What follows belongs to an exercise in optimizing a design on an open flow for small area, a short achievable clock period and few clock cycles; a production flow would make more cautious choices. At most, simulation tests tie the RTL to the original design; equivalence was not proved. The RTL of runs 1 and 2 was laid out without a check of its function. Power figures rest on the tool's default switching activity, not on a simulated workload.

[run.sh]
#!/bin/bash
# synth_recipe.tcl (not shown) runs the flow's synth.tcl, then flattens the netlist and writes it again
# the make line also repeats each setting of config.mk as NAME=value (left out here)
make -C /OpenROAD-flow-scripts/flow DESIGN_CONFIG=/design/flow/config.mk WORK_HOME=/design/flow/orfs CLKGATE_MAP_FILE= SYNTH_SCRIPT=/design/flow/synth_recipe.tcl finish
[config.mk]
export PLATFORM = sky130hd
export DESIGN_NAME = cobs_crc_frame_receiver_core
export DESIGN_NICKNAME = cobs_crc_frame_receiver_core
export VERILOG_FILES = /design/flow/design.v
export SDC_FILE = /design/flow/constraint.sdc
export NUM_CORES = 4
export LEC_CHECK = 0
export CAP_MARGIN = 20
export CORE_MARGIN = 2
export CORE_UTILIZATION = 40
export CTS_BUF_LIST = sky130_fd_sc_hd__clkbuf_8
export CTS_CLUSTER_DIAMETER = 55
export CTS_CLUSTER_SIZE = 18
export SETUP_SLACK_MARGIN = 5
export SLEW_MARGIN = 20
[constraint.sdc]
create_clock -name core_clock -period 8.0 [get_ports {clk}]
set_input_delay 1.6000 -clock core_clock [delete_from_list [all_inputs] [get_ports {clk}]]
set_output_delay 1.6000 -clock core_clock [all_outputs]
set_load 0.01 [all_outputs]
[design.v]
package ccfr_pkg;
  localparam logic [15:0] CRC_INIT = 16'hFFFF;
  localparam logic [15:0] CRC_POLY = 16'hA2EB;
  function automatic logic [5:0] kind_len_m1(input logic [2:0] kind);
    logic [5:0] r;
    case (kind)
      3'd0: r = 6'd60;
      3'd1: r = 6'd24;
      3'd2: r = 6'd28;
      3'd3: r = 6'd48;
      3'd4: r = 6'd63;
      3'd5: r = 6'd57;
      3'd6: r = 6'd57;
      default: r = 6'd39;
    endcase
    kind_len_m1 = r;
  endfunction
  function automatic logic [15:0] crc_byte(input logic [15:0] crc, input logic [7:0] b);
    logic [15:0] c;
    c = crc ^ {b, 8'h00};
    for (int k = 0; k < 8; k++) begin
      if (c[15]) c = {c[14:0], 1'b0} ^ CRC_POLY;
      else c = {c[14:0], 1'b0};
    end
    crc_byte = c;
  endfunction
  function automatic logic [4:0] rsp_cls(input logic [7:0] b);
    logic [4:0] r;
    r = 5'd0;
    r = r | ({5{b == 8'h0A}} & 5'd1);
    r = r | ({5{b == 8'h0D}} & 5'd2);
    r = r | ({5{b == 8'h20}} & 5'd3);
    r = r | ({5{b == 8'h2E}} & 5'd4);
    r = r | ({5{b == 8'h43}} & 5'd5);
    r = r | ({5{b == 8'h54}} & 5'd6);
    r = r | ({5{b == 8'h61}} & 5'd7);
    r = r | ({5{b == 8'h63}} & 5'd8);
    r = r | ({5{b == 8'h64}} & 5'd9);
    r = r | ({5{b == 8'h65}} & 5'd10);
    r = r | ({5{b == 8'h66}} & 5'd11);
    r = r | ({5{b == 8'h68}} & 5'd12);
    r = r | ({5{b == 8'h69}} & 5'd13);
    r = r | ({5{b == 8'h6C}} & 5'd14);
    r = r | ({5{b == 8'h6D}} & 5'd15);
    r = r | ({5{b == 8'h6E}} & 5'd16);
    r = r | ({5{b == 8'h6F}} & 5'd17);
    r = r | ({5{b == 8'h70}} & 5'd18);
    r = r | ({5{b == 8'h72}} & 5'd19);
    r = r | ({5{b == 8'h73}} & 5'd20);
    r = r | ({5{b == 8'h74}} & 5'd21);
    r = r | ({5{b == 8'h75}} & 5'd22);
    r = r | ({5{b == 8'h79}} & 5'd23);
    rsp_cls = r;
  endfunction
  localparam logic [6:0] RSP1_DONE = 7'd18;
  localparam logic [6:0] RSP2_DONE = 7'd27;
  localparam logic [6:0] RSP3_DONE = 7'd55;
  localparam logic [6:0] RSP4_DONE = 7'd77;
  function automatic logic [4:0] rsp_exp(input logic [6:0] s);
    logic [4:0] r;
    r = 5'd0;
    r = r | ({5{s == 7'd1}} & 5'd17);
    r = r | ({5{s == 7'd2}} & 5'd15);
    r = r | ({5{s == 7'd3}} & 5'd15);
    r = r | ({5{s == 7'd4}} & 5'd7);
    r = r | ({5{s == 7'd5}} & 5'd16);
    r = r | ({5{s == 7'd6}} & 5'd9);
    r = r | ({5{s == 7'd7}} & 5'd3);
    r = r | ({5{s == 7'd9}} & 5'd22);
    r = r | ({5{s == 7'd10}} & 5'd8);
    r = r | ({5{s == 7'd11}} & 5'd8);
    r = r | ({5{s == 7'd12}} & 5'd10);
    r = r | ({5{s == 7'd13}} & 5'd10);
    r = r | ({5{s == 7'd14}} & 5'd9);
    r = r | ({5{s == 7'd15}} & 5'd4);
    r = r | ({5{s == 7'd16}} & 5'd2);
    r = r | ({5{s == 7'd17}} & 5'd1);
    r = r | ({5{s == 7'd19}} & 5'd7);
    r = r | ({5{s == 7'd20}} & 5'd13);
    r = r | ({5{s == 7'd21}} & 5'd14);
    r = r | ({5{s == 7'd22}} & 5'd10);
    r = r | ({5{s == 7'd23}} & 5'd9);
    r = r | ({5{s == 7'd24}} & 5'd4);
    r = r | ({5{s == 7'd25}} & 5'd2);
    r = r | ({5{s == 7'd26}} & 5'd1);
    r = r | ({5{s == 7'd28}} & 5'd12);
    r = r | ({5{s == 7'd29}} & 5'd13);
    r = r | ({5{s == 7'd30}} & 5'd20);
    r = r | ({5{s == 7'd31}} & 5'd3);
    r = r | ({5{s == 7'd32}} & 5'd8);
    r = r | ({5{s == 7'd33}} & 5'd17);
    r = r | ({5{s == 7'd34}} & 5'd15);
    r = r | ({5{s == 7'd35}} & 5'd15);
    r = r | ({5{s == 7'd36}} & 5'd7);
    r = r | ({5{s == 7'd37}} & 5'd16);
    r = r | ({5{s == 7'd38}} & 5'd9);
    r = r | ({5{s == 7'd39}} & 5'd3);
    r = r | ({5{s == 7'd40}} & 5'd13);
    r = r | ({5{s == 7'd41}} & 5'd20);
    r = r | ({5{s == 7'd42}} & 5'd3);
    r = r | ({5{s == 7'd44}} & 5'd19);
    r = r | ({5{s == 7'd45}} & 5'd19);
    r = r | ({5{s == 7'd46}} & 5'd17);
    r = r | ({5{s == 7'd47}} & 5'd16);
    r = r | ({5{s == 7'd48}} & 5'd10);
    r = r | ({5{s == 7'd49}} & 5'd17);
    r = r | ({5{s == 7'd50}} & 5'd22);
    r = r | ({5{s == 7'd51}} & 5'd20);
    r = r | ({5{s == 7'd52}} & 5'd4);
    r = r | ({5{s == 7'd53}} & 5'd2);
    r = r | ({5{s == 7'd54}} & 5'd1);
    r = r | ({5{s == 7'd56}} & 5'd17);
    r = r | ({5{s == 7'd57}} & 5'd21);
    r = r | ({5{s == 7'd58}} & 5'd3);
    r = r | ({5{s == 7'd59}} & 5'd13);
    r = r | ({5{s == 7'd60}} & 5'd15);
    r = r | ({5{s == 7'd61}} & 5'd18);
    r = r | ({5{s == 7'd62}} & 5'd14);
    r = r | ({5{s == 7'd63}} & 5'd10);
    r = r | ({5{s == 7'd64}} & 5'd15);
    r = r | ({5{s == 7'd65}} & 5'd10);
    r = r | ({5{s == 7'd66}} & 5'd16);
    r = r | ({5{s == 7'd67}} & 5'd21);
    r = r | ({5{s == 7'd68}} & 5'd10);
    r = r | ({5{s == 7'd69}} & 5'd9);
    r = r | ({5{s == 7'd70}} & 5'd3);
    r = r | ({5{s == 7'd71}} & 5'd23);
    r = r | ({5{s == 7'd72}} & 5'd10);
    r = r | ({5{s == 7'd73}} & 5'd21);
    r = r | ({5{s == 7'd74}} & 5'd4);
    r = r | ({5{s == 7'd75}} & 5'd2);
    r = r | ({5{s == 7'd76}} & 5'd1);
    rsp_exp = r;
  endfunction
  function automatic logic [6:0] rsp_next(input logic [6:0] s, input logic [4:0] c);
    logic [6:0] r;
    r = (c == 5'd5) ? 7'd1 : (c == 5'd6) ? 7'd28 : 7'd0;
    if (s == 7'd8) begin
      if (c == 5'd20) r = 7'd9;
      else if (c == 5'd11) r = 7'd19;
    end else if (s == 7'd43) begin
      if (c == 5'd10) r = 7'd44;
      else if (c == 5'd16) r = 7'd56;
    end else if ((c != 5'd0) && (c == rsp_exp(s))) begin
      r = s + 7'd1;
    end
    rsp_next = r;
  endfunction
endpackage
module ccfr_crc (
  input  logic        clk,
  input  logic        init,
  input  logic        step,
  input  logic [7:0]  data,
  output logic [15:0] crc
);
  always_ff @(posedge clk) begin
    if (init) begin
      crc <= ccfr_pkg::CRC_INIT;
    end else if (step) begin
      crc <= ccfr_pkg::crc_byte(crc, data);
    end
  end
endmodule
module ccfr_ram #(
  parameter int WIDTH = 8,
  parameter int DEPTH = 66
) (
  input  logic             clk,
  input  logic             we,
  input  logic [WIDTH-1:0] wdata,
  output logic [WIDTH-1:0] rdata
);
  logic [WIDTH-1:0] ring [DEPTH];
  always_ff @(posedge clk) begin
    ring[0] <= we ? wdata : ring[DEPTH-1];
    for (int i = 1; i < DEPTH; i++) begin
      ring[i] <= ring[i-1];
    end
  end
  assign rdata = ring[DEPTH-2];
endmodule
module ccfr_ctrl (
  input  logic       clk,
  input  logic       rst,
  input  logic       in_v,
  input  logic       wr_ok,        
  input  logic       q_full,       
  output logic       hold,         
  input  logic       in_r,
  input  logic [7:0] in_b,
  input  logic       in_z,         
  input  logic [4:0] in_cls,       
  output logic       wr_en,        
  output logic       wr_start,     
  output logic [7:0] wr_data,
  output logic       commit,       
  output logic       drop,         
  output logic       doom,         
  output logic       push,         
  output logic [6:0] desc
);
  logic        sync;
  logic [7:0]  ecnt;     
  logic [7:0]  rem;      
  logic        rem_z;    
  logic        ecnt_nz;  
  logic        lrem_nz;  
  logic        dst;      
  logic [2:0]  kind;
  logic [5:0]  lrem;     
  logic        over;     
  logic        cok;      
  logic [6:0]  rsp;      
  logic [15:0] crc;
  logic v, wr_need, push_need;
  logic is_zero, ev_resync, ev_delim, ev_data, ev_ovf, ev_store, ev_close;
  logic is_code, d_emit, frame_rst, crc_feed;
  logic [7:0] d;
  logic [3:0] st;
  logic [2:0] st_kind;
  assign is_zero   = in_z;
  assign wr_need   = !in_r && !is_zero && sync && !ecnt[7] &&
                     (!is_code || ecnt_nz) && (!dst || lrem_nz);
  assign push_need = !in_r && sync && (is_zero ? ecnt_nz : ecnt[7]);
  assign hold      = in_v && ((wr_need && !wr_ok) || (push_need && q_full));
  assign v         = in_v && !hold;
  assign ev_resync = v && in_r;
  assign ev_delim  = v && !in_r && is_zero;
  assign ev_data   = v && !in_r && !is_zero && sync;
  assign ev_ovf    = ev_data && ecnt[7];
  assign ev_store  = ev_data && !ecnt[7];
  assign ev_close  = ev_delim && sync && ecnt_nz;
  assign frame_rst = ev_resync || ev_delim || ev_ovf;
  assign is_code   = rem_z;
  assign d_emit    = ev_store && (!is_code || ecnt_nz);
  assign d         = is_code ? 8'd0 : in_b;
  assign crc_feed  = d_emit && (!dst || (lrem > 6'd2));
  assign wr_en     = d_emit && (!dst || lrem_nz);
  assign wr_data   = d;
  assign wr_start  = !dst;
  assign doom      = d_emit && dst && !lrem_nz;
  always_comb begin
    st_kind = 3'd0;
    if (!is_code)                                   st = 4'd5;
    else if (rsp == ccfr_pkg::RSP1_DONE)            st = 4'd1;
    else if (rsp == ccfr_pkg::RSP2_DONE)            st = 4'd2;
    else if (rsp == ccfr_pkg::RSP3_DONE)            st = 4'd3;
    else if (rsp == ccfr_pkg::RSP4_DONE)            st = 4'd4;
    else if (!dst)                                  st = 4'd6;
    else begin
      st_kind = kind;
      if (over || lrem_nz)                          st = 4'd6;
      else if (!cok)                                st = 4'd7;
      else                                          st = 4'd0;
    end
  end
  assign push   = ev_close || ev_ovf;
  assign desc   = ev_ovf ? {3'd0, 4'd8} : {st_kind, st};
  assign commit = ev_close && (st == 4'd0);
  assign drop   = ev_resync || ev_ovf || (ev_close && (st != 4'd0));
  ccfr_crc u_crc (
    .clk  (clk),
    .init (rst || frame_rst),
    .step (crc_feed),
    .data (d),
    .crc  (crc)
  );
  always_ff @(posedge clk) begin
    if (rst) begin
      sync <= 1'b0;
    end else if (ev_resync || ev_ovf) begin
      sync <= 1'b0;
    end else if (ev_delim) begin
      sync <= 1'b1;
    end
  end
  always_ff @(posedge clk) begin
    if (rst || frame_rst) begin
      ecnt    <= 8'd0;
      ecnt_nz <= 1'b0;
      rem     <= 8'd0;
      rem_z   <= 1'b1;
      dst  <= 1'b0;
      over <= 1'b0;
      rsp  <= '0;
    end else if (ev_store) begin
      ecnt    <= ecnt + 8'd1;
      ecnt_nz <= 1'b1;
      if (is_code) begin
        rem   <= in_b - 8'd1;
        rem_z <= (in_b == 8'd1);
      end else begin
        rem   <= rem - 8'd1;
        rem_z <= (rem == 8'd1);
      end
      if (d_emit) begin
        rsp <= is_code ? 7'd0 : ccfr_pkg::rsp_next(rsp, in_cls);
        if (!dst) begin
          dst  <= 1'b1;
          kind <= d[2:0];
          lrem    <= ccfr_pkg::kind_len_m1(d[2:0]);
          lrem_nz <= 1'b1;
        end else if (!lrem_nz) begin
          over <= 1'b1;
        end else begin
          lrem    <= lrem - 6'd1;
          lrem_nz <= (lrem != 6'd1);
        end
        if (dst && (lrem == 6'd2)) cok <= (d == crc[7:0]);
        if (dst && (lrem == 6'd1)) cok <= cok && (d == crc[15:8]);
      end
    end
  end
endmodule
module cobs_crc_frame_receiver_core (
  input  logic       clk,
  input  logic       rst,
  input  logic       s_axis_tvalid,
  output logic       s_axis_tready,
  input  logic [7:0] s_axis_tdata,   
  input  logic [0:0] s_axis_tuser,   
  output logic       m_axis_tvalid,
  input  logic       m_axis_tready,
  output logic [7:0] m_axis_tdata,   
  output logic [7:0] m_axis_tuser,   
  output logic       m_axis_tlast
);
  logic       rdy_q;
  logic       acc;
  logic       in_v;
  logic       in_r;
  logic [7:0] in_b;
  logic       in_z;
  logic [4:0] in_cls;
  logic [7:0] in_b_n;
  logic       sk_v;
  logic       sk_r;
  logic [7:0] sk_b;
  logic       hold;
  logic       proc;
  logic       in_v_n;
  logic       sk_v_n;
  assign s_axis_tready = rdy_q;
  assign acc  = s_axis_tvalid && rdy_q;
  assign proc = in_v && !hold;
  always_comb begin
    in_v_n = in_v;
    sk_v_n = sk_v;
    if (proc || !in_v) begin
      in_v_n = sk_v || acc;
      sk_v_n = sk_v && acc;
    end else if (acc) begin
      sk_v_n = 1'b1;
    end
  end
  assign in_b_n = sk_v ? sk_b : s_axis_tdata;
  always_ff @(posedge clk) begin
    if (rst) begin
      in_v  <= 1'b0;
      sk_v  <= 1'b0;
      rdy_q <= 1'b1;
    end else begin
      in_v  <= in_v_n;
      sk_v  <= sk_v_n;
      rdy_q <= !(in_v_n && sk_v_n);
    end
    if (proc || !in_v) begin
      in_b   <= in_b_n;
      in_z   <= (in_b_n == 8'd0);
      in_cls <= ccfr_pkg::rsp_cls(in_b_n);
      in_r   <= sk_v ? sk_r : s_axis_tuser[0];
    end
    if (!sk_v || proc) begin
      sk_b <= s_axis_tdata;
      sk_r <= s_axis_tuser[0];
    end
  end
  logic       wr_ok;
  logic       wr_en;
  logic       wr_start;
  logic [7:0] wr_data;
  logic       commit;
  logic       drop;
  logic       doom;
  logic       push;
  logic [6:0] desc;
  logic       q_full;
  ccfr_ctrl u_ctrl (
    .clk       (clk),
    .rst       (rst),
    .in_v      (in_v),
    .wr_ok     (wr_ok),
    .q_full    (q_full),
    .hold      (hold),
    .in_r      (in_r),
    .in_b      (in_b),
    .in_z      (in_z),
    .in_cls    (in_cls),
    .wr_en     (wr_en),
    .wr_start  (wr_start),
    .wr_data   (wr_data),
    .commit    (commit),
    .drop      (drop),
    .doom      (doom),
    .push      (push),
    .desc      (desc)
  );
  localparam int N = 66;
  logic [6:0] ph;        
  logic [6:0] ph_n;      
  logic [6:0] head;      
  logic [6:0] fs;        
  logic       fw;        
  logic [7:0] rd_data;
  function automatic logic [6:0] inc(input logic [6:0] a);
    inc = (a == 7'(N - 1)) ? 7'd0 : a + 7'd1;
  endfunction
  ccfr_ram #(.WIDTH(8), .DEPTH(N)) u_ram (
    .clk   (clk),
    .we    (wr_en),
    .wdata (wr_data),
    .rdata (rd_data)
  );
  logic [10:0] dq0, dq1;
  logic [10:0] qin;
  logic        qgood;
  assign qgood = (desc[3:0] == 4'd0);
  assign qin   = {qgood, desc[6:4], qgood ? fs : {3'd0, desc[3:0]}};
  logic [1:0]  dcnt;
  logic        pop;
  always_ff @(posedge clk) begin
    if (rst) begin
      dcnt <= 2'd0;
    end else begin
      dcnt <= dcnt + {1'b0, push} - {1'b0, pop};
    end
    if (pop) begin
      dq0 <= (push && dcnt == 2'd1) ? qin : dq1;
    end else if (push && dcnt == 2'd0) begin
      dq0 <= qin;
    end
    if (push && (dcnt != 2'd0)) dq1 <= qin;
  end
  assign q_full = dcnt[1];
  logic       adv;
  logic       oact;      
  logic [6:0] rs;        
  logic [5:0] orem;      
  logic       g0, g1;
  logic       start_frame;
  logic       emit;
  assign g0          = (dcnt != 2'd0) && dq0[10];
  assign g1          = dcnt[1] && dq1[10];
  assign adv         = !m_axis_tvalid || m_axis_tready;
  assign start_frame = adv && !oact && g0 && (dq0[6:0] == ph_n);
  assign emit        = adv && oact && (rs == ph_n);
  assign pop         = adv && !oact && (dcnt != 2'd0) && (!g0 || (dq0[6:0] == ph_n));
  always_ff @(posedge clk) begin
    if (rst) begin
      m_axis_tvalid <= 1'b0;
      oact          <= 1'b0;
    end else if (adv) begin
      m_axis_tvalid <= pop || emit;
      if (start_frame) oact <= 1'b1;
      else if (emit && orem == 6'd1) oact <= 1'b0;
    end
  end
  always_ff @(posedge clk) begin
    if (emit) begin
      m_axis_tdata <= rd_data;
      m_axis_tlast <= (orem == 6'd1);
      orem         <= orem - 6'd1;
      rs           <= inc(ph_n);
    end else if (start_frame) begin
      m_axis_tdata <= rd_data;
      m_axis_tuser <= {1'b1, dq0[9:7], 4'd0};
      m_axis_tlast <= 1'b0;
      orem         <= ccfr_pkg::kind_len_m1(dq0[9:7]);
      rs           <= inc(ph_n);
    end else if (pop) begin
      m_axis_tdata <= 8'd0;
      m_axis_tuser <= {1'b0, dq0[9:7], dq0[3:0]};
      m_axis_tlast <= 1'b1;
    end
  end
  logic live;
  logic full;
  logic sync_w;
  assign live   = oact || g0 || g1 || fw;
  assign full   = (oact && (rs == ph)) || (g0 && (dq0[6:0] == ph)) || (g1 && (dq1[6:0] == ph));
  assign sync_w = (ph == head) && !full;
  assign wr_ok  = sync_w || (wr_start && !live);
  always_ff @(posedge clk) begin
    if (rst) begin
      ph   <= '0;
      ph_n <= 7'd1;
      head <= '0;
      fw   <= 1'b0;
    end else begin
      ph   <= ph_n;
      ph_n <= inc(ph_n);
      if (drop || commit || doom) fw <= 1'b0;
      else if (wr_en)     fw <= 1'b1;
      if (wr_en || ((!fw || drop || commit || doom) && (sync_w || !live))) head <= ph_n;
    end
    if (wr_en && wr_start) fs <= ph;
  end
endmodule
==> results.toml, run 1 <==
[clock_tree]
postCtsHoldBufs = 0
clkTransAtPathRegs_ps = 110
clockBufferDepth = 3
cts_max_level = 2
numCtsBuffers = 53
clock_latency_ps = 690
cts_tree = "yes"
clock-root-buffer = "clkbuf_8"
cts.sinks = 695

[timing]
slew_viol_final = 0
finClkSkew_ps = 73.7
tns_ps = 0
hold_ws_ps = 308
worst_slack_ps = 4910
max-slew-margin-rel = 0.357
fmax_mhz = 323
fin_crit_sh = 0.386
hold_violations = 0
worst_pin_slew_ps = 964
fin_crit_ps = 3090
final-setup-viol-count = 0
rsz0062_at_grt = "true"

[setup_path]
path_max_fanout = 6
cp.arrival_ps = 3630
cpMaxStageDelayCell = "or4_4"
critPathTopFamily = "compound AO/OA/AOI/OAI gates"
worst-path-buf-inv = 2
worstPathCellList = "inv_4 -> ha_4 -> buf_6 -> o21ai_2 -> o32ai_2 -> a222oi_1 -> nand2_1 -> or4_4 -> a211oi_4 -> and2_4 -> mux2i_2 -> a211oi_2"
critPathLaunchType = "flop"
cp.depth = 12
reg2reg_from = "u_ctrl.rsp[1]"
crit_path_end_kind = "flop"
critPathKind = "reg -> reg"
required_ps = 8530
startpoint = "u_ctrl.rsp[1]"
slowest_delay_ps = 550
rr_worst_depth = 12

[global_route]
antenna_found_initial = 0
overflow = 0
grt_usage = 0.133
grt_max_degree = 38
grt_pass1_wl_mm = 57.4
grt_pass1_vias = 10800

[pwr]
seqPwrFrac = 0.651
power_mw = 5.46
vdd_drop_max_mv = 0.168
p_sw_mw = 1.21
p_leak_nw = 8.71
power_per_cell_area_nw_per_um2 = 236
p_sw_frac = 0.222
p_clk_frac = 0.332
internal_power_mw = 4.25
combinationalPowerShare = 0.018

[drt]
drt-initial-drc-count = 815
viasPerCell = 4.71
dr.pass1.iters = 5
final_antenna_net_count = 0
post_drt_wl_per_cell_um = 14.9
drt_wl_total_mm = 35.2
drc = 0
num_vias = 11100

[yosys]
synth_nets = 1627
async_flop_share = 0
ys_ff_latch = 695
ys_top_cells_by_count = "601 x dfxtp_1, 96 x nor2_1, 94 x edfxtp_1"
syn_inst = 1595
post_synth.cell_area_avg_um2 = 12.9
synth_area_leaders = "dfxtp_1 58%, edfxtp_1 14%, xnor2_1 3.4%, xor2_1 2.1%, nor2_1 1.7%"
yosys.area.top_type = "dfxtp_1"
synth_warnings = 5
synth.distinct_cells = 83
synth_most_common_cell = "dfxtp_1"
synth_top_area_frac = 0.583
ys.flop_type = "dfxtp_1"
synth_edf_count = 94
syn-cell-area_um2 = 20600
ys_seq_area_frac = 0.720

[floorplan]
io_pins = 32
fp.dieArea_um2 = 53400
rows = 83
die-height_um = 231
initial_utilization = 0.404
coreArea_um2 = 51100
die_w_um = 231

[place]
hpwl_mm = 21.6
routabilityCongestion = 0.829
dp_slack_ps = 4140
port_buffers = 31
dpl_cell_area_um2 = 21600

[finish]
finish.instance_area_um2 = 23200
drive_gt1_frac = 0.138
nNetsFinal = 1693
n_antenna_cell = 0
area_growth_pct = 12.3
fillCellCount = 4591

[status]
outcome = "no timing/DRC/antenna violations"

[worst_hold_path]
whs_path_depth = 0
hp-start = "u_ram.ring[2][6]"
hold_path_class = "reg -> reg"

[run]
cap_violations = 0
## sequential cells by signal, summed over array words and instances, names as in the netlist, 3 cells and up
| signal | cells |
|---|---|
| u_ram.ring | 528 |
| rs | 7 |
| u_ctrl.lrem | 6 |
| dq1 | 11 |
| fs | 7 |
| orem | 6 |
| m_axis_tuser | 8 |
| in_b | 8 |
| m_axis_tdata | 8 |
| head | 7 |
| dq0 | 11 |
| sk_b | 8 |
| in_cls | 5 |
| ph_n | 7 |
| u_ctrl.u_crc.crc | 16 |
| u_ctrl.kind | 3 |
| u_ctrl.rsp | 7 |
| u_ctrl.rem | 8 |
| ph | 7 |
| u_ctrl.ecnt | 8 |
## final cells by class
| cell class | instances | area, µm² | area share |
|---|---|---|---|
| clock buffers | 53 | 729 | 0.0315 |
| multi-input cells | 795 | 5630 | 0.243 |
| flip-flops and latches | 695 | 14900 | 0.643 |
| repair buffers | 78 | 641 | 0.0277 |
| clock inverters | 29 | 269 | 0.0116 |
| well taps | 680 | 851 | 0.0367 |
| inverters | 38 | 149 | 0.00643 |
## layer usage
| layer | vias up | GRT usage | part of all wire |
|---|---|---|---|
| li1 | 5561 | - | - |
| met1 | 5302 | 0.190 | 0.50 |
| met2 | 223 | 0.200 | 0.43 |
| met3 | 60 | 0.0282 | 0.046 |
| met4 | 0 | 0.0423 | 0.024 |
| met5 | - | 0 | 0 |
## logic make-up (layout without fill, tap and decap cells)
logic type | Yosys count | count (layout) | share of synthesized area
flip-flops | 695 | 695 | 0.720
multiplexers | 43 | 43 | 0.0240
AO/OA/AOI/OAI | 201 | 201 | 0.0657
adder cells (fa/ha/maj) | 20 | 20 | 0.0120
AND/OR/NAND/NOR | 400 | 401 | 0.101
buffers and inverters | 106 | 198 | 0.0216
XOR/XNOR | 130 | 130 | 0.0552
## stage by stage
step	utilization	cells
4_1_cts	0.447	2350
2_1_floorplan	-	1595
6_report	0.453	2368
3_3_place_gp	0.422	2247
5_1_grt	0.453	2368
3_5_place_dp	0.422	2247
## worst register-to-register path, cell delays in order, from the launching register on
cell      delay (ps)
dfxtp_4          420
inv_4             70
ha_4             170
buf_6            130
o21ai_2          130
o32ai_2           90
a222oi_1         370
nand2_1          150
or4_4            550
a211oi_4         300
and2_4           230
mux2i_2          240
a211oi_2          80
## layout by cell type, fill, tap and decap left out, types with 6 or more instances in the layout
cell type and n:
nor3_1 30, or3_1 8, edfxtp_1 94, dfxtp_1 590
mux2i_1 13, o32ai_1 6, o21ai_0 40, buf_2 7
nand3b_1 9, a31oi_1 16, mux2_2 12, nor2_1 94
and3_1 10, and2_4 7, xor2_1 48, nand3_1 28
buf_4 41, nor3b_1 6, nand4_1 13, clkbuf_8 53
nand2b_1 11, nand2_1 86, clkdlybuf4s15_1 9, mux2_4 10
and2_1 17, inv_4 7, a32oi_1 7, xnor2_1 81
ha_1 14, clkdlybuf4s50_1 12, inv_1 39, dfxtp_4 7
inv_12 6, nor2b_1 19, nor4_1 15, a21oi_1 48
o211ai_1 17
## timing repair
action | CTS | global route
pin swaps | 16 | 26
setup buffers | 20 | 18
endpoints found under the setup margin | 155 | 124
gates cloned | 1 | 0
resized for setup | 95 | 47
## final timing paths
| path | endpoint | slack, ps |
|---|---|---|
| hold / removal | u_ram.ring[3][6] | 310 |
| setup / recovery | u_ctrl.rsp[4] | 4910 |
| hold reg to reg | u_ram.ring[3][6] | 310 |
| setup reg to reg | u_ctrl.rsp[4] | 4910 |
## power by group through the flow
stage | combinational, mW | sequential, mW | clock, mW
4_1_cts | 0.0900 | 3.56 | 1.90
2_1_floorplan | 0.0702 | 3.62 | 0
5_1_grt | 0.106 | 3.56 | 2.02
6_report | 0.0967 | 3.55 | 1.81
3_3_place_gp | 0.0804 | 3.64 | 0
3_5_place_dp | 0.0822 | 3.64 | 0
==> inputs of run 2 (changes only) <==
--- a/design.v
+++ b/design.v
@@ -52,99 +52,112 @@
     r = r | ({5{b == 8'h79}} & 5'd23);
     rsp_cls = r;
   endfunction
-  localparam logic [6:0] RSP1_DONE = 7'd18;
-  localparam logic [6:0] RSP2_DONE = 7'd27;
-  localparam logic [6:0] RSP3_DONE = 7'd55;
-  localparam logic [6:0] RSP4_DONE = 7'd77;
-  function automatic logic [4:0] rsp_exp(input logic [6:0] s);
+  localparam logic [4:0] M12_DONE_A = 5'd18;
+  localparam logic [4:0] M12_DONE_B = 5'd27;
+  function automatic logic [4:0] m12_exp(input logic [4:0] s);
     logic [4:0] r;
     r = 5'd0;
-    r = r | ({5{s == 7'd1}} & 5'd17);
-    r = r | ({5{s == 7'd2}} & 5'd15);
-    r = r | ({5{s == 7'd3}} & 5'd15);
-    r = r | ({5{s == 7'd4}} & 5'd7);
-    r = r | ({5{s == 7'd5}} & 5'd16);
-    r = r | ({5{s == 7'd6}} & 5'd9);
-    r = r | ({5{s == 7'd7}} & 5'd3);
-    r = r | ({5{s == 7'd9}} & 5'd22);
-    r = r | ({5{s == 7'd10}} & 5'd8);
-    r = r | ({5{s == 7'd11}} & 5'd8);
-    r = r | ({5{s == 7'd12}} & 5'd10);
-    r = r | ({5{s == 7'd13}} & 5'd10);
-    r = r | ({5{s == 7'd14}} & 5'd9);
-    r = r | ({5{s == 7'd15}} & 5'd4);
-    r = r | ({5{s == 7'd16}} & 5'd2);
-    r = r | ({5{s == 7'd17}} & 5'd1);
-    r = r | ({5{s == 7'd19}} & 5'd7);
-    r = r | ({5{s == 7'd20}} & 5'd13);
-    r = r | ({5{s == 7'd21}} & 5'd14);
-    r = r | ({5{s == 7'd22}} & 5'd10);
-    r = r | ({5{s == 7'd23}} & 5'd9);
-    r = r | ({5{s == 7'd24}} & 5'd4);
-    r = r | ({5{s == 7'd25}} & 5'd2);
-    r = r | ({5{s == 7'd26}} & 5'd1);
-    r = r | ({5{s == 7'd28}} & 5'd12);
-    r = r | ({5{s == 7'd29}} & 5'd13);
-    r = r | ({5{s == 7'd30}} & 5'd20);
-    r = r | ({5{s == 7'd31}} & 5'd3);
-    r = r | ({5{s == 7'd32}} & 5'd8);
-    r = r | ({5{s == 7'd33}} & 5'd17);
-    r = r | ({5{s == 7'd34}} & 5'd15);
-    r = r | ({5{s == 7'd35}} & 5'd15);
-    r = r | ({5{s == 7'd36}} & 5'd7);
-    r = r | ({5{s == 7'd37}} & 5'd16);
-    r = r | ({5{s == 7'd38}} & 5'd9);
-    r = r | ({5{s == 7'd39}} & 5'd3);
-    r = r | ({5{s == 7'd40}} & 5'd13);
-    r = r | ({5{s == 7'd41}} & 5'd20);
-    r = r | ({5{s == 7'd42}} & 5'd3);
-    r = r | ({5{s == 7'd44}} & 5'd19);
-    r = r | ({5{s == 7'd45}} & 5'd19);
-    r = r | ({5{s == 7'd46}} & 5'd17);
-    r = r | ({5{s == 7'd47}} & 5'd16);
-    r = r | ({5{s == 7'd48}} & 5'd10);
-    r = r | ({5{s == 7'd49}} & 5'd17);
-    r = r | ({5{s == 7'd50}} & 5'd22);
-    r = r | ({5{s == 7'd51}} & 5'd20);
-    r = r | ({5{s == 7'd52}} & 5'd4);
-    r = r | ({5{s == 7'd53}} & 5'd2);
-    r = r | ({5{s == 7'd54}} & 5'd1);
-    r = r | ({5{s == 7'd56}} & 5'd17);
-    r = r | ({5{s == 7'd57}} & 5'd21);
-    r = r | ({5{s == 7'd58}} & 5'd3);
-    r = r | ({5{s == 7'd59}} & 5'd13);
-    r = r | ({5{s == 7'd60}} & 5'd15);
-    r = r | ({5{s == 7'd61}} & 5'd18);
-    r = r | ({5{s == 7'd62}} & 5'd14);
-    r = r | ({5{s == 7'd63}} & 5'd10);
-    r = r | ({5{s == 7'd64}} & 5'd15);
-    r = r | ({5{s == 7'd65}} & 5'd10);
-    r = r | ({5{s == 7'd66}} & 5'd16);
-    r = r | ({5{s == 7'd67}} & 5'd21);
-    r = r | ({5{s == 7'd68}} & 5'd10);
-    r = r | ({5{s == 7'd69}} & 5'd9);
-    r = r | ({5{s == 7'd70}} & 5'd3);
-    r = r | ({5{s == 7'd71}} & 5'd23);
-    r = r | ({5{s == 7'd72}} & 5'd10);
-    r = r | ({5{s == 7'd73}} & 5'd21);
-    r = r | ({5{s == 7'd74}} & 5'd4);
-    r = r | ({5{s == 7'd75}} & 5'd2);
-    r = r | ({5{s == 7'd76}} & 5'd1);
-    rsp_exp = r;
+    r = r | ({5{s == 5'd1}} & 5'd17);
+    r = r | ({5{s == 5'd2}} & 5'd15);
+    r = r | ({5{s == 5'd3}} & 5'd15);
+    r = r | ({5{s == 5'd4}} & 5'd7);
+    r = r | ({5{s == 5'd5}} & 5'd16);
+    r = r | ({5{s == 5'd6}} & 5'd9);
+    r = r | ({5{s == 5'd7}} & 5'd3);
+    r = r | ({5{s == 5'd9}} & 5'd22);
+    r = r | ({5{s == 5'd10}} & 5'd8);
+    r = r | ({5{s == 5'd11}} & 5'd8);
+    r = r | ({5{s == 5'd12}} & 5'd10);
+    r = r | ({5{s == 5'd13}} & 5'd10);
+    r = r | ({5{s == 5'd14}} & 5'd9);
+    r = r | ({5{s == 5'd15}} & 5'd4);
+    r = r | ({5{s == 5'd16}} & 5'd2);
+    r = r | ({5{s == 5'd17}} & 5'd1);
+    r = r | ({5{s == 5'd19}} & 5'd7);
+    r = r | ({5{s == 5'd20}} & 5'd13);
+    r = r | ({5{s == 5'd21}} & 5'd14);
+    r = r | ({5{s == 5'd22}} & 5'd10);
+    r = r | ({5{s == 5'd23}} & 5'd9);
+    r = r | ({5{s == 5'd24}} & 5'd4);
+    r = r | ({5{s == 5'd25}} & 5'd2);
+    r = r | ({5{s == 5'd26}} & 5'd1);
+    m12_exp = r;
   endfunction
-  function automatic logic [6:0] rsp_next(input logic [6:0] s, input logic [4:0] c);
-    logic [6:0] r;
-    r = (c == 5'd5) ? 7'd1 : (c == 5'd6) ? 7'd28 : 7'd0;
-    if (s == 7'd8) begin
-      if (c == 5'd20) r = 7'd9;
-      else if (c == 5'd11) r = 7'd19;
-    end else if (s == 7'd43) begin
-      if (c == 5'd10) r = 7'd44;
-      else if (c == 5'd16) r = 7'd56;
-    end else if ((c != 5'd0) && (c == rsp_exp(s))) begin
-      r = s + 7'd1;
+  function automatic logic [4:0] m12_next(input logic [4:0] s, input logic [4:0] c);
+    logic [4:0] r;
+    r = (c == 5'd5) ? 5'd1 : 5'd0;
+    if (s == 5'd8) begin
+      if (c == 5'd20) r = 5'd9;
+      else if (c == 5'd11) r = 5'd19;
+    end else if ((c != 5'd0) && (c == m12_exp(s))) begin
+      r = s + 5'd1;
+    end
+    m12_next = r;
+  endfunction
+  localparam logic [5:0] M34_DONE_A = 6'd28;
+  localparam logic [5:0] M34_DONE_B = 6'd50;
+  function automatic logic [4:0] m34_exp(input logic [5:0] s);
+    logic [4:0] r;
+    r = 5'd0;
+    r = r | ({5{s == 6'd1}} & 5'd12);
+    r = r | ({5{s == 6'd2}} & 5'd13);
+    r = r | ({5{s == 6'd3}} & 5'd20);
+    r = r | ({5{s == 6'd4}} & 5'd3);
+    r = r | ({5{s == 6'd5}} & 5'd8);
+    r = r | ({5{s == 6'd6}} & 5'd17);
+    r = r | ({5{s == 6'd7}} & 5'd15);
+    r = r | ({5{s == 6'd8}} & 5'd15);
+    r = r | ({5{s == 6'd9}} & 5'd7);
+    r = r | ({5{s == 6'd10}} & 5'd16);
+    r = r | ({5{s == 6'd11}} & 5'd9);
+    r = r | ({5{s == 6'd12}} & 5'd3);
+    r = r | ({5{s == 6'd13}} & 5'd13);
+    r = r | ({5{s == 6'd14}} & 5'd20);
+    r = r | ({5{s == 6'd15}} & 5'd3);
+    r = r | ({5{s == 6'd17}} & 5'd19);
+    r = r | ({5{s == 6'd18}} & 5'd19);
+    r = r | ({5{s == 6'd19}} & 5'd17);
+    r = r | ({5{s == 6'd20}} & 5'd16);
+    r = r | ({5{s == 6'd21}} & 5'd10);
+    r = r | ({5{s == 6'd22}} & 5'd17);
+    r = r | ({5{s == 6'd23}} & 5'd22);
+    r = r | ({5{s == 6'd24}} & 5'd20);
+    r = r | ({5{s == 6'd25}} & 5'd4);
+    r = r | ({5{s == 6'd26}} & 5'd2);
+    r = r | ({5{s == 6'd27}} & 5'd1);
+    r = r | ({5{s == 6'd29}} & 5'd17);
+    r = r | ({5{s == 6'd30}} & 5'd21);
+    r = r | ({5{s == 6'd31}} & 5'd3);
+    r = r | ({5{s == 6'd32}} & 5'd13);
+    r = r | ({5{s == 6'd33}} & 5'd15);
+    r = r | ({5{s == 6'd34}} & 5'd18);
+    r = r | ({5{s == 6'd35}} & 5'd14);
+    r = r | ({5{s == 6'd36}} & 5'd10);
+    r = r | ({5{s == 6'd37}} & 5'd15);
+    r = r | ({5{s == 6'd38}} & 5'd10);
+    r = r | ({5{s == 6'd39}} & 5'd16);
+    r = r | ({5{s == 6'd40}} & 5'd21);
+    r = r | ({5{s == 6'd41}} & 5'd10);
+    r = r | ({5{s == 6'd42}} & 5'd9);
+    r = r | ({5{s == 6'd43}} & 5'd3);
+    r = r | ({5{s == 6'd44}} & 5'd23);
+    r = r | ({5{s == 6'd45}} & 5'd10);
+    r = r | ({5{s == 6'd46}} & 5'd21);
+    r = r | ({5{s == 6'd47}} & 5'd4);
+    r = r | ({5{s == 6'd48}} & 5'd2);
+    r = r | ({5{s == 6'd49}} & 5'd1);
+    m34_exp = r;
+  endfunction
+  function automatic logic [5:0] m34_next(input logic [5:0] s, input logic [4:0] c);
+    logic [5:0] r;
+    r = (c == 5'd6) ? 6'd1 : 6'd0;
+    if (s == 6'd16) begin
+      if (c == 5'd10) r = 6'd17;
+      else if (c == 5'd16) r = 6'd29;
+    end else if ((c != 5'd0) && (c == m34_exp(s))) begin
+      r = s + 6'd1;
     end
-    rsp_next = r;
+    m34_next = r;
   endfunction
 endpackage
 module ccfr_crc (
@@ -211,7 +224,8 @@
   logic [5:0]  lrem;     
   logic        over;     
   logic        cok;      
-  logic [6:0]  rsp;      
+  logic [4:0]  m12;      
+  logic [5:0]  m34;
   logic [15:0] crc;
   logic v, wr_need, push_need;
   logic is_zero, ev_resync, ev_delim, ev_data, ev_ovf, ev_store, ev_close;
@@ -243,10 +257,10 @@
   always_comb begin
     st_kind = 3'd0;
     if (!is_code)                                   st = 4'd5;
-    else if (rsp == ccfr_pkg::RSP1_DONE)            st = 4'd1;
-    else if (rsp == ccfr_pkg::RSP2_DONE)            st = 4'd2;
-    else if (rsp == ccfr_pkg::RSP3_DONE)            st = 4'd3;
-    else if (rsp == ccfr_pkg::RSP4_DONE)            st = 4'd4;
+    else if (m12 == ccfr_pkg::M12_DONE_A)           st = 4'd1;
+    else if (m12 == ccfr_pkg::M12_DONE_B)           st = 4'd2;
+    else if (m34 == ccfr_pkg::M34_DONE_A)           st = 4'd3;
+    else if (m34 == ccfr_pkg::M34_DONE_B)           st = 4'd4;
     else if (!dst)                                  st = 4'd6;
     else begin
       st_kind = kind;
@@ -283,7 +297,8 @@
       rem_z   <= 1'b1;
       dst  <= 1'b0;
       over <= 1'b0;
-      rsp  <= '0;
+      m12  <= '0;
+      m34  <= '0;
     end else if (ev_store) begin
       ecnt    <= ecnt + 8'd1;
       ecnt_nz <= 1'b1;
@@ -295,7 +310,8 @@
         rem_z <= (rem == 8'd1);
       end
       if (d_emit) begin
-        rsp <= is_code ? 7'd0 : ccfr_pkg::rsp_next(rsp, in_cls);
+        m12 <= is_code ? 5'd0 : ccfr_pkg::m12_next(m12, in_cls);
+        m34 <= is_code ? 6'd0 : ccfr_pkg::m34_next(m34, in_cls);
         if (!dst) begin
           dst  <= 1'b1;
           kind <= d[2:0];
==> run 2 against run 1 <==
Against the previous run: die area up 1.4%; largest power group unchanged; total power increased by 1.9%; clock power grew 4%; combinational power grew 5%; still clean on timing, DRC and antenna; wire length increased by 3.0%; synthesized area increased by 1.5%; final cell count increased by 0.63%; maximum frequency rose by 1.3%; design area grew 1.3%; critical path depth down 6; highest routed layer unchanged; worst setup slack improved by 39 ps; critical path type is now in -> reg.
==> results.toml, run 2 <==
[yosys]
syn_inst = 1634
synth_area_leaders = "dfxtp_1 58%, edfxtp_1 13%, xnor2_1 3.7%, nor2_1 2.0%, xor2_1 1.8%"
synthMuxAreaShare = 0.0248
synth_warnings = 5
ys_top_cells_by_count = "605 x dfxtp_1, 113 x nor2_1, 94 x edfxtp_1"
synth_edf_count = 94
syn-cell-area_um2 = 20900
synth_compound_area_frac = 0.0682
ys_seq_area_frac = 0.714
synth_top_area_frac = 0.579
synth_top_family_by_area = "simple AND/OR/NAND/NOR gates"
async_flop_share = 0
synth_most_common_cell = "dfxtp_1"
ys_ff_latch = 699
post_synth.cell_area_avg_um2 = 12.8
synth_nets = 1671
synth_simple_gate_area_frac = 0.101
yosys.area.top_type = "dfxtp_1"
synth_xor_area_frac = 0.0560
synth-adder-area-share = 0.0148
synth.distinct_cells = 79
ys.flop_type = "dfxtp_1"

[floorplan]
die-height_um = 233
die_w_um = 233
coreArea_um2 = 51500
initial_utilization = 0.406
rows = 83
io_pins = 32
fp.dieArea_um2 = 54200

[setup_path]
reg2reg_from = "u_ctrl.m34[0]"
worst-path-buf-inv = 1
r2r_slack_ps = 5070
crit_path_end_kind = "flop"
path_max_fanout = 6
worstPathCellList = "clkdlybuf4s50_1 -> mux2i_4 -> nor2_1 -> a221oi_1 -> o21ai_0 -> a221o_1"
crit-reg2reg-capture = "u_ctrl.m34[2]"
cpMaxStageDelayCell = "clkdlybuf4s50_1"
required_ps = 8400
slowest_delay_ps = 480
critPathKind = "in -> reg"
critPathTopFamily = "compound AO/OA/AOI/OAI gates"
critPathLaunchType = "primary input"
rr_worst_depth = 11
cp.arrival_ps = 3450

[finish]
multiInputGateArea_um2 = 5960
postLayoutCoreUtil = 0.455
drive_gt1_frac = 0.128
largest_reg_flops = 528
regMostFlops = "u_ram.ring"
n_antenna_cell = 0
seq_area_um2 = 15000
mostFrequentLayoutCell = "dfxtp_1"
reg.largest.list = "u_ram.ring (528), u_ctrl.u_crc.crc (16)"
nNetsFinal = 1713
area_growth_pct = 12.1
most-common-layout-cells = "595 x dfxtp_1, 107 x nor2_1, 94 x edfxtp_1"
fillCellCount = 4642

[clock_tree]
cts.sinks = 699
cts_tree = "yes"
clockBufferDepth = 3
clock-root-buffer = "clkbuf_8"
clkTransAtPathRegs_ps = 100
cts_max_level = 2
clock_latency_ps = 660
numCtsBuffers = 54
postCtsHoldBufs = 0

[pwr]
power_per_cell_area_nw_per_um2 = 237
vdd_drop_max_mv = 0.120
p_leak_nw = 8.71

[timing]
rsz0062_at_grt = "true"
tns_ps = 0
final-setup-viol-count = 0
fin_crit_ps = 3050
slew_viol_final = 0
max-slew-margin-rel = 0.292
worst_slack_ps = 4950
hold_violations = 0
fmax_mhz = 328
fin_crit_sh = 0.382
finClkSkew_ps = 28.9
worst_pin_slew_ps = 1060

[drt]
drc = 0
drt-initial-drc-count = 845
viasPerCell = 4.81
drt_wl_total_mm = 36.3
num_vias = 11500
final_antenna_net_count = 0
post_drt_wl_per_cell_um = 15.2
dr.pass1.iters = 5

[place]
hpwl_mm = 22.5
dp_slack_ps = 4180
port_buffers = 31
routabilityCongestion = 0.844

[global_route]
grt_max_degree = 49
grt_pass1_vias = 11300
overflow = 0
grt_usage = 0.136
grt_pass1_wl_mm = 59.7
antenna_found_initial = 0

[worst_hold_path]
hold_path_class = "reg -> reg"
whs_path_depth = 0
hold_end = "u_ram.ring[63][4]"
hp-start = "u_ram.ring[62][4]"

[run]
cap_violations = 0

[status]
outcome = "no timing/DRC/antenna violations"
## run 2: cell types whose count changed after synthesis, sizes merged, moves of 7 or more
cell,change
nand2,-9
a211oi,-7
a22oi,+10
nand4,+7
nor2,+15
xnor2,+9
o22ai,+9
nor2b,+10
## run 2: cells by family after synthesis
logic type,after synthesis
DFF,699
and+or+nand+nor,408
AOI/OAI and AO/OA,211
xor gates and xnor gates,133
buffers and inverters,110
muxes,48
adders and majority gates,25
## run 2: worst register-to-register path, stage by stage (launching register included)
cell	delay, ps
dfxtp_4	410
inv_2	100
ha_4	220
and3_1	200
a22oi_2	250
or3b_1	430
a211oi_4	260
o211a_1	210
o221ai_2	120
or2_4	280
o31ai_1	250
a211o_1	150
## run 2: layout make-up
class                      instances  share of cell area
clock inverter                    27              0.0124
sequential                       699               0.638
multi-input combinational        826               0.254
tap                              680              0.0363
inverter                          41             0.00683
timing repair buffer              54              0.0200
clock buffer                      56              0.0329
## run 2: metrics by stage
stage,instance area [µm²],total power [mW],hold WS (ps),std cells
after floorplan,21000,3.72,310,1634
after global placement,21900,3.75,310,2280
after detailed placement,21900,3.75,312,2280
after CTS,23100,5.63,319,2366
after global routing,23500,5.78,320,2383
final,23500,5.57,316,2383
## run 2: routing by layer
metal  wire (µm)  GRT usage  share of wire  vias up
li1            -          -              -     5678
met1       18100      0.197           0.50     5505
met2       15700      0.205           0.43      226
met3        1740     0.0237          0.048       62
met4         790     0.0444          0.022        0
met5           0          0              0        -
## run 2: report_power, final
| part | leakage, nW | total, mW | internal (mW) | switching [mW] |
|---|---|---|---|---|
| Clock | 0.554 | 1.89 | 0.732 | 1.16 |
| Sequential | 5.74 | 3.58 | 3.56 | 0.0213 |
| Combinational | 2.42 | 0.102 | 0.0454 | 0.0566 |
| Total | 8.71 | 5.57 | 4.33 | 1.23 |
## run 2: worst max-delay path by stage
stage | slack, ps | cells past startpoint | start | endpoint
after global routing | 4900 | 7 | rst | u_ctrl.m12[2]
after detailed placement | 4180 | 6 | rst | u_ctrl.lrem[2]
after CTS | 4900 | 7 | m_axis_tready | m_axis_tlast
final | 4950 | 6 | s_axis_tdata[0] | in_cls[0]
after floorplan | 5020 | 6 | s_axis_tdata[3] | in_cls[1]
after global placement | 4210 | 6 | m_axis_tready | rs[1]
## run 2: what timing repair did
| item | CTS | global route |
|---|---|---|
| endpoints found under the setup margin | 128 | 88 |
| cloned | 0 | 1 |
| gates resized for setup | 81 | 52 |
| pin swaps | 4 | 9 |
| buffers inserted | 3 | 16 |
==> inputs of run 3 (changes only) <==
--- a/design.v
+++ b/design.v
@@ -203,7 +203,6 @@
   input  logic       in_r,
   input  logic [7:0] in_b,
   input  logic       in_z,         
-  input  logic [4:0] in_cls,       
   output logic       wr_en,        
   output logic       wr_start,     
   output logic [7:0] wr_data,
@@ -224,6 +223,7 @@
   logic [5:0]  lrem;     
   logic        over;     
   logic        cok;      
+  logic [4:0]  in_cls;   
   logic [4:0]  m12;      
   logic [5:0]  m34;
   logic [15:0] crc;
@@ -234,6 +234,7 @@
   logic [3:0] st;
   logic [2:0] st_kind;
   assign is_zero   = in_z;
+  assign in_cls    = ccfr_pkg::rsp_cls(in_b);
   assign wr_need   = !in_r && !is_zero && sync && !ecnt[7] &&
                      (!is_code || ecnt_nz) && (!dst || lrem_nz);
   assign push_need = !in_r && sync && (is_zero ? ecnt_nz : ecnt[7]);
@@ -348,7 +349,6 @@
   logic       in_r;
   logic [7:0] in_b;
   logic       in_z;
-  logic [4:0] in_cls;
   logic [7:0] in_b_n;
   logic       sk_v;
   logic       sk_r;
@@ -384,7 +384,6 @@
     if (proc || !in_v) begin
       in_b   <= in_b_n;
       in_z   <= (in_b_n == 8'd0);
-      in_cls <= ccfr_pkg::rsp_cls(in_b_n);
       in_r   <= sk_v ? sk_r : s_axis_tuser[0];
     end
     if (!sk_v || proc) begin
@@ -412,7 +411,6 @@
     .in_r      (in_r),
     .in_b      (in_b),
     .in_z      (in_z),
-    .in_cls    (in_cls),
     .wr_en     (wr_en),
     .wr_start  (wr_start),
     .wr_data   (wr_data),
--- a/config.mk
+++ b/config.mk
@@ -7,9 +7,10 @@
 export LEC_CHECK = 0
 export CAP_MARGIN = 20
 export CORE_MARGIN = 2
-export CORE_UTILIZATION = 40
+export CORE_UTILIZATION = 55
 export CTS_BUF_LIST = sky130_fd_sc_hd__clkbuf_8
 export CTS_CLUSTER_DIAMETER = 55
 export CTS_CLUSTER_SIZE = 18
+export PLACE_DENSITY = 0.7
 export SETUP_SLACK_MARGIN = 5
 export SLEW_MARGIN = 20
==> run 3 against run 2 <==
Against the previous run: via count shrank 2.0%; critical endpoint is now u_ctrl.m12[3]; largest cell class unchanged; clock skew is 4.3 ps higher; still clean on timing, DRC and antenna; sequential power fell by 1%.
==> results.toml, run 3 <==
[status]
outcome = "no timing/DRC/antenna violations"

[setup_path]
startpoint = "rst"
cp.depth = 6
rr_worst_depth = 11
crit_path_end_kind = "flop"
cpMaxStageDelayCell = "a31o_2"
slowest_delay_ps = 600
worst-path-buf-inv = 2
worstPathCellList = "clkdlybuf4s50_1 -> buf_4 -> a31o_2 -> nor3_1 -> a31oi_1 -> o32ai_2"
cp.arrival_ps = 3540
path_max_fanout = 32
required_ps = 8510
r2r_slack_ps = 5010
critPathKind = "in -> reg"
critPathCapture = "u_ctrl.m12[3]"
crit-reg2reg-capture = "u_ctrl.m12[0]"
critPathLaunchType = "primary input"
critPathTopFamily = "compound AO/OA/AOI/OAI gates"
reg2reg_from = "in_b[0]"

[timing]
final-setup-viol-count = 0
slew_viol_final = 0
fmax_mhz = 330
worst_pin_slew_ps = 799
fin_crit_sh = 0.378
fin_crit_ps = 3030
max-slew-margin-rel = 0.459
finClkSkew_ps = 33.2
rsz0062_at_grt = "true"
hold_ws_ps = 313
tns_ps = 0
hold_violations = 0

[yosys]
syn-cell-area_um2 = 20900
synth_warnings = 5
ys.flop_type = "dfxtp_1"
synth_edf_count = 89
yosys.area.top_type = "dfxtp_1"
ys_seq_area_frac = 0.708
synth_nets = 1641
post_synth.cell_area_avg_um2 = 13.0
synth_area_leaders = "dfxtp_1 58%, edfxtp_1 13%, xnor2_1 3.2%, xor2_1 2.2%, nor2_1 1.9%"
synth_top_area_frac = 0.580
synth.distinct_cells = 101
async_flop_share = 0
ys_top_cells_by_count = "605 x dfxtp_1, 106 x nor2_1, 89 x edfxtp_1"
ys_ff_latch = 694
syn_inst = 1601
synth_most_common_cell = "dfxtp_1"

[global_route]
antenna_found_initial = 0
grt_usage = 0.177
grt_max_degree = 33
overflow = 0
grt_pass1_wl_mm = 55.7
grt_pass1_vias = 10800

[drt]
dr.pass1.iters = 5
final_antenna_net_count = 0
post_drt_wl_per_cell_um = 15.7
drc = 0
viasPerCell = 5.10
drt-initial-drc-count = 730
drt_wl_total_mm = 34.6
num_vias = 11200

[finish]
regMostFlops = "u_ram.ring"
drive_gt1_frac = 0.147
finish.instance_area_um2 = 23000
area_growth_pct = 10.1
most-common-layout-cells = "588 x dfxtp_1, 99 x nor2_1, 89 x edfxtp_1"
mostFrequentLayoutCell = "dfxtp_1"
postLayoutCoreUtil = 0.612
largest_reg_flops = 528
n_antenna_cell = 0
nNetsFinal = 1709
reg.largest.list = "u_ram.ring (528), u_ctrl.u_crc.crc (16)"

[clock_tree]
clock_latency_ps = 670
cts_max_level = 2
cts.sinks = 694
clockBufferDepth = 3
cts_tree = "yes"
clock-root-buffer = "clkbuf_8"
clkTransAtPathRegs_ps = 100
postCtsHoldBufs = 0
numCtsBuffers = 50

[pwr]
internal_power_mw = 4.24
power_mw = 5.37
seqPwrFrac = 0.659
p_clk_frac = 0.318
power_per_cell_area_nw_per_um2 = 234
vdd_drop_max_mv = 0.123
p_sw_frac = 0.211
p_leak_nw = 8.72
combinationalPowerShare = 0.022
p_sw_mw = 1.13

[floorplan]
fp.dieArea_um2 = 39600
die_w_um = 199
io_pins = 32
rows = 71
die-height_um = 199
initial_utilization = 0.556
coreArea_um2 = 37600

[place]
hpwl_mm = 21.8
routabilityCongestion = 0.858
dpl_cell_area_um2 = 21600
port_buffers = 31

[run]
cap_violations = 0

[worst_hold_path]
whs_path_depth = 0
hold_path_class = "reg -> reg"
==> run 3: cell count changes after synthesis, moves of 8 or more <==
| cell | delta |
|---|---|
| and3_1 | -8 |
| clkbuf_1 | -24 |
| inv_1 | -9 |
| mux2_2 | +10 |
| mux2i_1 | -10 |
| nand2_1 | -9 |
| nand2b_1 | +9 |
| nand3_1 | +9 |
| xnor2_1 | -13 |
| xor2_1 | +9 |
==> run 3: logic make-up (layout without fill, tap and decap cells) <==
group | count (synthesis) | in the layout | synth area share
xor gates and xnor gates | 134 | 134 | 0.0583
DFF | 694 | 694 | 0.708
AOI/OAI and AO/OA | 202 | 202 | 0.0665
buffers and inverters | 93 | 184 | 0.0225
and+or+nand+nor | 401 | 401 | 0.103
muxes | 49 | 49 | 0.0256
adders and majority gates | 28 | 28 | 0.0167
==> run 3: final cells by class <==
type | count | area (µm²)
Clock inverter | 23 | 191
Sequential cell | 694 | 14800
Timing Repair Buffer | 78 | 627
Inverter | 31 | 118
Tap cell | 511 | 639
Fill cell | 2910 | 14600
Multi-Input combinational cell | 814 | 5900
Clock buffer | 52 | 716
==> run 3: per-layer routing <==
metal | track usage | up-vias | routed length (µm)
met5 | 0 | - | 0
met4 | 0.0580 | 0 | 845
met3 | 0.0400 | 62 | 1550
met2 | 0.274 | 222 | 15400
met1 | 0.249 | 5358 | 16700
li1 | - | 5599 | -
==> run 3: worst min-delay path by stage <==
stage / startpoint / endpoint / slack, ps
2_1_floorplan: u_ram.ring[9][0] / u_ram.ring[10][0] / 310
3_3_place_gp: u_ram.ring[6][1] / u_ram.ring[7][1] / 310
3_5_place_dp: u_ram.ring[20][6] / u_ram.ring[21][6] / 310
4_1_cts: u_ram.ring[9][2] / u_ram.ring[10][2] / 310
5_1_grt: u_ram.ring[9][2] / u_ram.ring[10][2] / 320
6_report: u_ram.ring[9][2] / u_ram.ring[10][2] / 310
==> run 3: what timing repair did <==
action                                  CTS  global route
pin swaps                                 5             5
endpoints found under the setup margin  114            66
resized for setup                        70            34
buffers inserted                         17            24
==> run 3: power groups by stage <==
stage / registers, mW / logic, mW / clock network (mW)
after floorplan: 3.61 / 0.0811 / 0
after global placement: 3.63 / 0.0859 / 0
after detailed placement: 3.63 / 0.0873 / 0
after CTS: 3.55 / 0.100 / 1.78
after global routing: 3.55 / 0.129 / 1.90
final: 3.54 / 0.119 / 1.71
==> run 3: per-stage QoR <==
stage	instances	setup WS, ps
floorplan	1601	4910
global placement	2087	3930
detailed placement	2087	3840
CTS	2179	4790
global route	2203	4840
finish	2203	4970
Testbench counts of run 3, summed over its fixed seeds: cycles 15,433.
==> inputs of run 4 (changes only) <==
--- a/config.mk
+++ b/config.mk
@@ -7,10 +7,9 @@
 export LEC_CHECK = 0
 export CAP_MARGIN = 20
 export CORE_MARGIN = 2
-export CORE_UTILIZATION = 55
+export CORE_UTILIZATION = 40
 export CTS_BUF_LIST = sky130_fd_sc_hd__clkbuf_8
 export CTS_CLUSTER_DIAMETER = 55
 export CTS_CLUSTER_SIZE = 18
-export PLACE_DENSITY = 0.7
 export SETUP_SLACK_MARGIN = 5
 export SLEW_MARGIN = 20
==> run 4 against run 3 <==
Against the previous run: worst setup slack better by 22 ps; register-to-register slack gained 20 ps; die area rose by 37%; design area rose by 1.9%; sequential cell count stayed put; non-clock buffer count rose by 4; total power rose by 3.0%; wire length increased by 3.8%; hold slack better by 2.6 ps; highest routed layer is now met5; maximum frequency grew 0.74%; clock-buffer cell count grew 3; global-route usage decreased by 4.3 points; critical path type is now reg -> out.
==> results.toml, run 4 <==
[setup_path]
critPathTopFamily = "flip-flops"
crit_path_end_kind = "output pin"
reg2reg_from = "in_b[0]"
cp.arrival_ps = 1400
slowest_delay_ps = 540
rr_worst_depth = 11
r2r_slack_ps = 5030
worst-path-buf-inv = 1
critPathLaunchType = "flop"
worstPathCellList = "buf_2"
crit-reg2reg-capture = "u_ctrl.m34[1]"
path_max_fanout = 1
required_ps = 6400
critPathKind = "reg -> out"
cpMaxStageDelayCell = "edfxtp_1"

[drt]
dr.pass1.iters = 5
post_drt_wl_per_cell_um = 15.1
drt-initial-drc-count = 662
final_antenna_net_count = 0
num_vias = 11200
viasPerCell = 4.73
drt_wl_total_mm = 35.9
drc = 0

[floorplan]
rows = 83
initial_utilization = 0.406
io_pins = 32
fp.dieArea_um2 = 54100
die-height_um = 233
coreArea_um2 = 51500
die_w_um = 233

[place]
port_buffers = 31
dpl_cell_area_um2 = 21800
routabilityCongestion = 0.871
hpwl_mm = 22.5

[pwr]
p_leak_nw = 8.81
power_per_cell_area_nw_per_um2 = 236
vdd_drop_max_mv = 0.136

[finish]
nNetsFinal = 1715
multiInputGateArea_um2 = 5960
largest_reg_flops = 528
fillCellCount = 4673
most-common-layout-cells = "588 x dfxtp_1, 97 x nor2_1, 89 x edfxtp_1"
drive_gt1_frac = 0.157
n_antenna_cell = 0
mostFrequentLayoutCell = "dfxtp_1"
finish.instance_area_um2 = 23400
regMostFlops = "u_ram.ring"
seq_area_um2 = 14800
area_growth_pct = 12.2
reg.largest.list = "u_ram.ring (528), u_ctrl.u_crc.crc (16)"

[timing]
rsz0062_at_grt = "true"
hold_ws_ps = 316
fmax_mhz = 333
fin_crit_sh = 0.375
final-setup-viol-count = 0
slew_viol_final = 0
max-slew-margin-rel = 0.447
finClkSkew_ps = 53.2
worst_pin_slew_ps = 816
tns_ps = 0
hold_violations = 0
fin_crit_ps = 3000

[yosys]
ys_top_cells_by_count = "605 x dfxtp_1, 106 x nor2_1, 89 x edfxtp_1"
ys_seq_area_frac = 0.708
yosys.area.top_type = "dfxtp_1"
syn-cell-area_um2 = 20900
synth_most_common_cell = "dfxtp_1"
synth_warnings = 5
async_flop_share = 0
synth_area_leaders = "dfxtp_1 58%, edfxtp_1 13%, xnor2_1 3.2%, xor2_1 2.2%, nor2_1 1.9%"
synth_edf_count = 89
ys.flop_type = "dfxtp_1"
synth_top_area_frac = 0.580
ys_ff_latch = 694
syn_inst = 1601
post_synth.cell_area_avg_um2 = 13.0
synth_nets = 1641
synth.distinct_cells = 101

[global_route]
grt_max_degree = 42
grt_pass1_vias = 10800
grt_usage = 0.134
antenna_found_initial = 1
grt_pass1_wl_mm = 58.0
overflow = 0

[run]
cap_violations = 0

[clock_tree]
cts.sinks = 694
clockBufferDepth = 3
clkTransAtPathRegs_ps = 110
cts_max_level = 2
numCtsBuffers = 52
clock_latency_ps = 670
clock-root-buffer = "clkbuf_8"
cts_tree = "yes"

[status]
outcome = "no timing/DRC/antenna violations"

[worst_hold_path]
whs_path_depth = 0
hp-start = "u_ram.ring[57][5]"
hold_path_class = "reg -> reg"
hold_end = "u_ram.ring[58][5]"
## run 4: repair_timing
item | in CTS | in global routing
pin swaps | 4 | 15
gates cloned | 0 | 0
setup buffers | 18 | 27
endpoints found under the setup margin | 102 | 90
endpoints found under the hold margin | 0 | 0
gates resized for setup | 79 | 49
hold buffers | 0 | 0
## run 4: power by group
part           internal, mW  switching, mW
Sequential             3.53         0.0165
Clock                 0.787           1.08
Combinational        0.0599         0.0634
Total                  4.37           1.16
## run 4: kinds of logic after synthesis
| family | count (synthesis) | share of synthesized area |
|---|---|---|
| DFF | 694 | 0.708 |
| and+or+nand+nor | 401 | 0.103 |
| AOI/OAI and AO/OA | 202 | 0.0665 |
| xor gates and xnor gates | 134 | 0.0583 |
| buffers and inverters | 93 | 0.0225 |
| muxes | 49 | 0.0256 |
| adders and majority gates | 28 | 0.0167 |
## run 4: worst max path at each step
stage / startpoint / end / slack [ps] / cells past startpoint
after global placement: m_axis_tready / m_axis_tlast / 3930 / 8
after global routing: m_axis_tdata[5] / m_axis_tdata[5] / 4880 / 1
final: m_axis_tdata[0] / m_axis_tdata[0] / 5000 / 1
after detailed placement: m_axis_tready / m_axis_tlast / 3880 / 8
after CTS: m_axis_tdata[5] / m_axis_tdata[5] / 4910 / 1
after floorplan: m_axis_tready / dq0[0] / 4910 / 6
## run 4: final cells by class
class	count	area share
timing repair buffer	82	0.0284
inverter	31	0.00496
sequential	694	0.632
multi-input combinational	814	0.254
clock buffer	55	0.0323
tap	680	0.0363
clock inverter	23	0.0117
## run 4: routing by layer
layer	vias up	global-route usage	part of all wire
met4	2	0.0450	0.024
li1	5616	-	-
met2	200	0.198	0.43
met3	62	0.0331	0.049
met5	-	0	0.00022
met1	5362	0.192	0.50
## run 4: per-stage QoR
stage	instances	power, mW	util	setup WS, ps
after floorplan	1601	3.70	-	4910
after global placement	2256	3.72	0.424	3930
after detailed placement	2256	3.72	0.424	3880
after CTS	2352	5.61	0.448	4910
after global routing	2379	5.77	0.455	4880
final	2379	5.54	0.455	5000

-- what the ideal ports hide --
The flow's constraints put no driver on any port. The routed layouts listed below were extracted and timed again, unchanged, in two steps.
Step 1 (the two cells are an assumption about what drives the block):
set clk [get_ports {clk}]
set_driving_cell -lib_cell sky130_fd_sc_hd__clkbuf_16 $clk
set_driving_cell -lib_cell sky130_fd_sc_hd__buf_2 [delete_from_list [all_inputs] $clk]
Step 2, shift: input delay + t, output delay - t, t = (earliest + latest rising clock arrival at the registers) / 2. This alone moves slack from input paths to output paths.
Slacks: ideal ports / drivers / drivers and shift; pairs: ideal ports / drivers.
| run | shift t [ns] | setup slack, ns | worst data-port slew with drivers (ns) |
|---|---|---|---|
| run 1 | 0.703 | 4.908 / 4.908 / 4.368 | 0.05 |
| run 2 | 0.691 | 4.947 / 4.971 / 4.281 | 0.03 |
| run 3 | 0.701 | 4.974 / 4.954 / 4.301 | 0.03 |
| run 4 | 0.696 | 4.997 / 4.942 / 4.416 | 0.04 |
After both steps setup and hold are still met in every run listed. The setup slack of run 3, which loses most, moves by -0.020 ns with the drivers and by -0.673 ns with both steps.
